Source: an optimization exercise on an open RTL-to-GDS flow (aim: small area, a short achievable clock period and few clock cycles per item). Production flows keep margins and buffers that such runs may drop.
Only simulation tests tie the RTL to the original design; equivalence was not proved.
Power and IR drop assume default switching activity.

==> flow/design.v (excerpt) <==
module data_memory_responder #(
  parameter int DATA_WIDTH = dmem_pkg::DMEM_DATA_WIDTH,
  parameter int ADDR_WIDTH = dmem_pkg::DMEM_ADDR_WIDTH,
  parameter int DEPTH = dmem_pkg::DMEM_DEPTH
) (
  input  logic                  CLK,
  input  logic                  RESET,
  input  logic                  Req_Valid_IN,
  output logic                  Req_Ready_OUT,
  input  logic                  Req_Write_IN,
  input  logic [ADDR_WIDTH-1:0] Req_Address_IN,
  input  logic [DATA_WIDTH-1:0] Req_Data_IN,
  output logic                  Resp_Valid_OUT,
  input  logic                  Resp_Ready_IN,
  output logic [DATA_WIDTH-1:0] Resp_Data_OUT,
  output logic                  Resp_Error_OUT,
  output logic                  Busy_OUT
);
Size: roughly 0.095 mm² of cells after synthesis.
==> module dm_read_bit, before the edit <==
module dm_read_bit (
  input  logic [255:0] sel,
  input  logic [255:0] bits,
  output logic [1:0]   q_n
);
  logic [31:0] z;
  logic [15:0] u;
  logic [3:0] p;
  for (genvar i = 0; i < 32; i++) begin : g_or8
    dm_or8 u_or8 (.a(sel[8*i+7:8*i]), .b(bits[8*i+7:8*i]), .y(z[i]));
  end
  for (genvar j = 0; j < 16; j++) begin : g_nor
    dm_nor2 u_nor (.a(z[2*j]), .b(z[2*j+1]), .y(u[j]));
  end
  for (genvar k = 0; k < 4; k++) begin : g_nand2
    dm_nand4 u_nand (.a(u[4*k]), .b(u[4*k+1]), .c(u[4*k+2]), .d(u[4*k+3]), .y(p[k]));
  end
  for (genvar m = 0; m < 2; m++) begin : g_nor2
    dm_nor2 u_nor (.a(p[2*m]), .b(p[2*m+1]), .y(q_n[m]));
  end
endmodule
==> module data_memory_responder, before the edit <==
module data_memory_responder #(
  parameter int DATA_WIDTH = dmem_pkg::DMEM_DATA_WIDTH,
  parameter int ADDR_WIDTH = dmem_pkg::DMEM_ADDR_WIDTH,
  parameter int DEPTH = dmem_pkg::DMEM_DEPTH
) (
  input  logic                  CLK,
  input  logic                  RESET,
  input  logic                  Req_Valid_IN,
  output logic                  Req_Ready_OUT,
  input  logic                  Req_Write_IN,
  input  logic [ADDR_WIDTH-1:0] Req_Address_IN,
  input  logic [DATA_WIDTH-1:0] Req_Data_IN,
  output logic                  Resp_Valid_OUT,
  input  logic                  Resp_Ready_IN,
  output logic [DATA_WIDTH-1:0] Resp_Data_OUT,
  output logic                  Resp_Error_OUT,
  output logic                  Busy_OUT
);
  localparam int NG = 16;
  logic v1, e1;
  logic [NG-1:0] lor_n;    
  logic [NG-1:0] low_n;    
  logic [NG-1:0] hir_n;    
  logic [NG-1:0] hiw_n;    
  logic [DATA_WIDTH-1:0] d1;
  logic vo, vk;
  logic [DATA_WIDTH-1:0] od, kd;
  logic oe, ke;
  logic accept, take, push, in_range;
  logic [DATA_WIDTH-1:0] rd_resp;
  logic [DEPTH-1:0] rsel, wsel;
  logic [DATA_WIDTH-1:0] mem [DEPTH];
  logic ready_q, busy_q, v1_d, vo_d, vk_d;
  assign Req_Ready_OUT = ready_q;
  assign accept = Req_Valid_IN && Req_Ready_OUT;
  assign take = vo && Resp_Ready_IN;
  assign push = v1 && (!vk || take);
  assign Resp_Valid_OUT = vo;
  assign Resp_Data_OUT = od;
  assign Resp_Error_OUT = oe;
  assign Busy_OUT = busy_q;
  assign in_range = Req_Address_IN[ADDR_WIDTH-1:8] == '0;
  always_ff @(posedge CLK) begin
    if (Req_Ready_OUT) begin
      for (int g = 0; g < NG; g++) begin
        lor_n[g] <= Req_Address_IN[3:0] != 4'(g);
        low_n[g] <= !(Req_Write_IN && Req_Address_IN[3:0] == 4'(g));
        hir_n[g] <= !(!Req_Write_IN && in_range && Req_Address_IN[7:4] == 4'(g));
      end
      d1 <= Req_Data_IN;
      e1 <= !in_range;
    end
  end
  always_ff @(posedge CLK or negedge RESET)
    if (!RESET) hiw_n <= '1;
    else if (Req_Ready_OUT)
      for (int g = 0; g < NG; g++)
        hiw_n[g] <= !(Req_Valid_IN && Req_Write_IN && in_range && Req_Address_IN[7:4] == 4'(g));
  for (genvar w = 0; w < DEPTH; w++) begin : g_sel
    dm_nor2 u_rsel (.a(lor_n[w % NG]), .b(hir_n[w / NG]), .y(rsel[w]));
    dm_nor2 u_wsel (.a(low_n[w % NG]), .b(hiw_n[w / NG]), .y(wsel[w]));
  end
  always_ff @(posedge CLK)
    for (int w = 0; w < DEPTH; w++) if (wsel[w]) mem[w] <= d1;
  for (genvar b = 0; b < DATA_WIDTH; b++) begin : g_rd
    logic [DEPTH-1:0] bits;
    logic [1:0] q_n;
    for (genvar w = 0; w < DEPTH; w++) begin : g_w
      assign bits[w] = mem[w][b];
    end
    dm_read_bit u_rd (.sel(rsel), .bits(bits), .q_n(q_n));
    assign rd_resp[b] = !(&q_n);
  end
  always_ff @(posedge CLK) begin
    if (!vo || Resp_Ready_IN) begin
      od <= vk ? kd : rd_resp;
      oe <= vk ? ke : e1;
    end
    if (!vk || Resp_Ready_IN) begin
      kd <= rd_resp;
      ke <= e1;
    end
  end
  assign v1_d = accept || (v1 && !push);
  assign vo_d = take ? (vk || push) : (vo || push);
  assign vk_d = take ? (vk && push) : (vk || (vo && push));
  always_ff @(posedge CLK or negedge RESET)
    if (!RESET) begin
      v1 <= 1'b0;
      vo <= 1'b0;
      vk <= 1'b0;
      ready_q <= 1'b1;
      busy_q <= 1'b0;
    end else begin
      v1 <= v1_d;
      vo <= vo_d;
      vk <= vk_d;
      ready_q <= !(v1_d && vk_d);
      busy_q <= v1_d || vo_d;
    end
endmodule
Settings: LEC_CHECK=0, CAP_MARGIN=20, CORE_MARGIN=2, CORE_UTILIZATION=40, CTS_BUF_LIST=sky130_fd_sc_hd__clkbuf_16, CTS_CLUSTER_DIAMETER=100, CTS_CLUSTER_SIZE=30, SETUP_SLACK_MARGIN=2.5, SLEW_MARGIN=20, SYNTH_HIERARCHICAL=1, SYNTH_MINIMUM_KEEP_SIZE=0; clock period 5.0 ns.
run.sh (not shown) runs the stock make flow with config.mk's settings and CLKGATE_MAP_FILE= SYNTH_SCRIPT=/design/flow/synth_recipe.tcl, a recipe that flattens the netlist after the stock synthesis.
Testbench counts at the start, summed over its fixed seeds: cycles 24,016, items 24,000.
Edit:
--- a/flow/design.v
+++ b/flow/design.v
@@ -27,24 +27,20 @@
 endmodule
 module dm_read_bit (
   input  logic [255:0] sel,
   input  logic [255:0] bits,
-  output logic [1:0]   q_n
+  output logic [3:0]   p
 );
   logic [31:0] z;
   logic [15:0] u;
-  logic [3:0] p;
   for (genvar i = 0; i < 32; i++) begin : g_or8
     dm_or8 u_or8 (.a(sel[8*i+7:8*i]), .b(bits[8*i+7:8*i]), .y(z[i]));
   end
   for (genvar j = 0; j < 16; j++) begin : g_nor
     dm_nor2 u_nor (.a(z[2*j]), .b(z[2*j+1]), .y(u[j]));
   end
   for (genvar k = 0; k < 4; k++) begin : g_nand2
     dm_nand4 u_nand (.a(u[4*k]), .b(u[4*k+1]), .c(u[4*k+2]), .d(u[4*k+3]), .y(p[k]));
-  end
-  for (genvar m = 0; m < 2; m++) begin : g_nor2
-    dm_nor2 u_nor (.a(p[2*m]), .b(p[2*m+1]), .y(q_n[m]));
   end
 endmodule
 module data_memory_responder #(
   parameter int DATA_WIDTH = dmem_pkg::DMEM_DATA_WIDTH,
@@ -70,27 +66,31 @@
   logic [NG-1:0] low_n;    
   logic [NG-1:0] hir_n;    
   logic [NG-1:0] hiw_n;    
   logic [DATA_WIDTH-1:0] d1;
+  logic v2, e2;
+  logic [DATA_WIDTH-1:0][3:0] p1, p2;
   logic vo, vk;
-  logic [DATA_WIDTH-1:0] od, kd;
+  logic [DATA_WIDTH-1:0] od, kd, rd_resp;
   logic oe, ke;
-  logic accept, take, push, in_range;
-  logic [DATA_WIDTH-1:0] rd_resp;
+  logic accept, take, adv1, adv2, free2, in_range, room;
+  logic ready_q, busy_q, v1_d, v2_d, vo_d, vk_d;
   logic [DEPTH-1:0] rsel, wsel;
   logic [DATA_WIDTH-1:0] mem [DEPTH];
-  logic ready_q, busy_q, v1_d, vo_d, vk_d;
   assign Req_Ready_OUT = ready_q;
-  assign accept = Req_Valid_IN && Req_Ready_OUT;
+  assign room = !(v1 && v2 && vk);
+  assign accept = Req_Valid_IN && room;
   assign take = vo && Resp_Ready_IN;
-  assign push = v1 && (!vk || take);
+  assign adv2 = v2 && (!vk || take);
+  assign free2 = !v2 || adv2;
+  assign adv1 = v1 && free2;
   assign Resp_Valid_OUT = vo;
   assign Resp_Data_OUT = od;
   assign Resp_Error_OUT = oe;
   assign Busy_OUT = busy_q;
   assign in_range = Req_Address_IN[ADDR_WIDTH-1:8] == '0;
   always_ff @(posedge CLK) begin
-    if (Req_Ready_OUT) begin
+    if (room) begin
       for (int g = 0; g < NG; g++) begin
         lor_n[g] <= Req_Address_IN[3:0] != 4'(g);
         low_n[g] <= !(Req_Write_IN && Req_Address_IN[3:0] == 4'(g));
         hir_n[g] <= !(!Req_Write_IN && in_range && Req_Address_IN[7:4] == 4'(g));
@@ -100,9 +100,9 @@
     end
   end
   always_ff @(posedge CLK or negedge RESET)
     if (!RESET) hiw_n <= '1;
-    else if (Req_Ready_OUT)
+    else if (room)
       for (int g = 0; g < NG; g++)
         hiw_n[g] <= !(Req_Valid_IN && Req_Write_IN && in_range && Req_Address_IN[7:4] == 4'(g));
   for (genvar w = 0; w < DEPTH; w++) begin : g_sel
     dm_nor2 u_rsel (.a(lor_n[w % NG]), .b(hir_n[w / NG]), .y(rsel[w]));
@@ -111,39 +111,46 @@
   always_ff @(posedge CLK)
     for (int w = 0; w < DEPTH; w++) if (wsel[w]) mem[w] <= d1;
   for (genvar b = 0; b < DATA_WIDTH; b++) begin : g_rd
     logic [DEPTH-1:0] bits;
-    logic [1:0] q_n;
     for (genvar w = 0; w < DEPTH; w++) begin : g_w
       assign bits[w] = mem[w][b];
     end
-    dm_read_bit u_rd (.sel(rsel), .bits(bits), .q_n(q_n));
-    assign rd_resp[b] = !(&q_n);
+    dm_read_bit u_rd (.sel(rsel), .bits(bits), .p(p1[b]));
+    assign rd_resp[b] = |p2[b];
   end
+  always_ff @(posedge CLK)
+    if (free2) begin
+      p2 <= p1;
+      e2 <= e1;
+    end
   always_ff @(posedge CLK) begin
     if (!vo || Resp_Ready_IN) begin
       od <= vk ? kd : rd_resp;
-      oe <= vk ? ke : e1;
+      oe <= vk ? ke : e2;
     end
     if (!vk || Resp_Ready_IN) begin
       kd <= rd_resp;
-      ke <= e1;
+      ke <= e2;
     end
   end
-  assign v1_d = accept || (v1 && !push);
-  assign vo_d = take ? (vk || push) : (vo || push);
-  assign vk_d = take ? (vk && push) : (vk || (vo && push));
+  assign v1_d = accept || (v1 && !adv1);
+  assign v2_d = adv1 || (v2 && !adv2);
+  assign vo_d = take ? (vk || adv2) : (vo || adv2);
+  assign vk_d = take ? (vk && adv2) : (vk || (vo && adv2));
   always_ff @(posedge CLK or negedge RESET)
     if (!RESET) begin
       v1 <= 1'b0;
+      v2 <= 1'b0;
       vo <= 1'b0;
       vk <= 1'b0;
       ready_q <= 1'b1;
       busy_q <= 1'b0;
     end else begin
       v1 <= v1_d;
+      v2 <= v2_d;
       vo <= vo_d;
       vk <= vk_d;
-      ready_q <= !(v1_d && vk_d);
-      busy_q <= v1_d || vo_d;
+      ready_q <= !(v1_d && v2_d && vk_d);
+      busy_q <= v1_d || v2_d || vo_d;
     end
 endmodule
Result:
- The changed run ran to the end with no violations
- setup slack gains 0.27 ns
- critical path depth fell by 8
- clock power stays flat
- cell area fell by about 1.6%
- register-to-register slack gains 0.46 ns
- power rose by 3.5%
- first-iteration DRC count rose by about 3.8%
- core utilization fell by 1.2 points
- flip-flop and latch count rose by 42
Testbench counts after the change, summed over its fixed seeds: cycles 24,024, items 24,000.

-- port drivers added, routing unchanged --
The results above use ideal ports. As a check the final layouts listed here were re-extracted and re-timed, cells and wires unchanged. Step 1 sets driving cells, clkbuf_16 on the clock port and buf_2 on the other inputs (assumed; they add their load-dependent delay and slew). Step 2, shift: input delay + t, output delay - t, t = (earliest + latest rising clock arrival at the registers) / 2. This alone moves slack from input paths to output paths. Three values: no drivers, after step 1, after step 2; two values: the first two.
run	t, ns	setup slack, ns	worst setup path at the end	pins driven straight from the clock port
the first run	0.884	2.031 / 2.031 / 1.614	input to register	1
the second run	0.878	2.299 / 2.204 / 1.870	input to register	1
After both steps setup and hold are still met in every run listed. For the second run, which loses most, drivers alone change the setup slack by -0.095 ns; drivers and shift together by -0.429 ns.
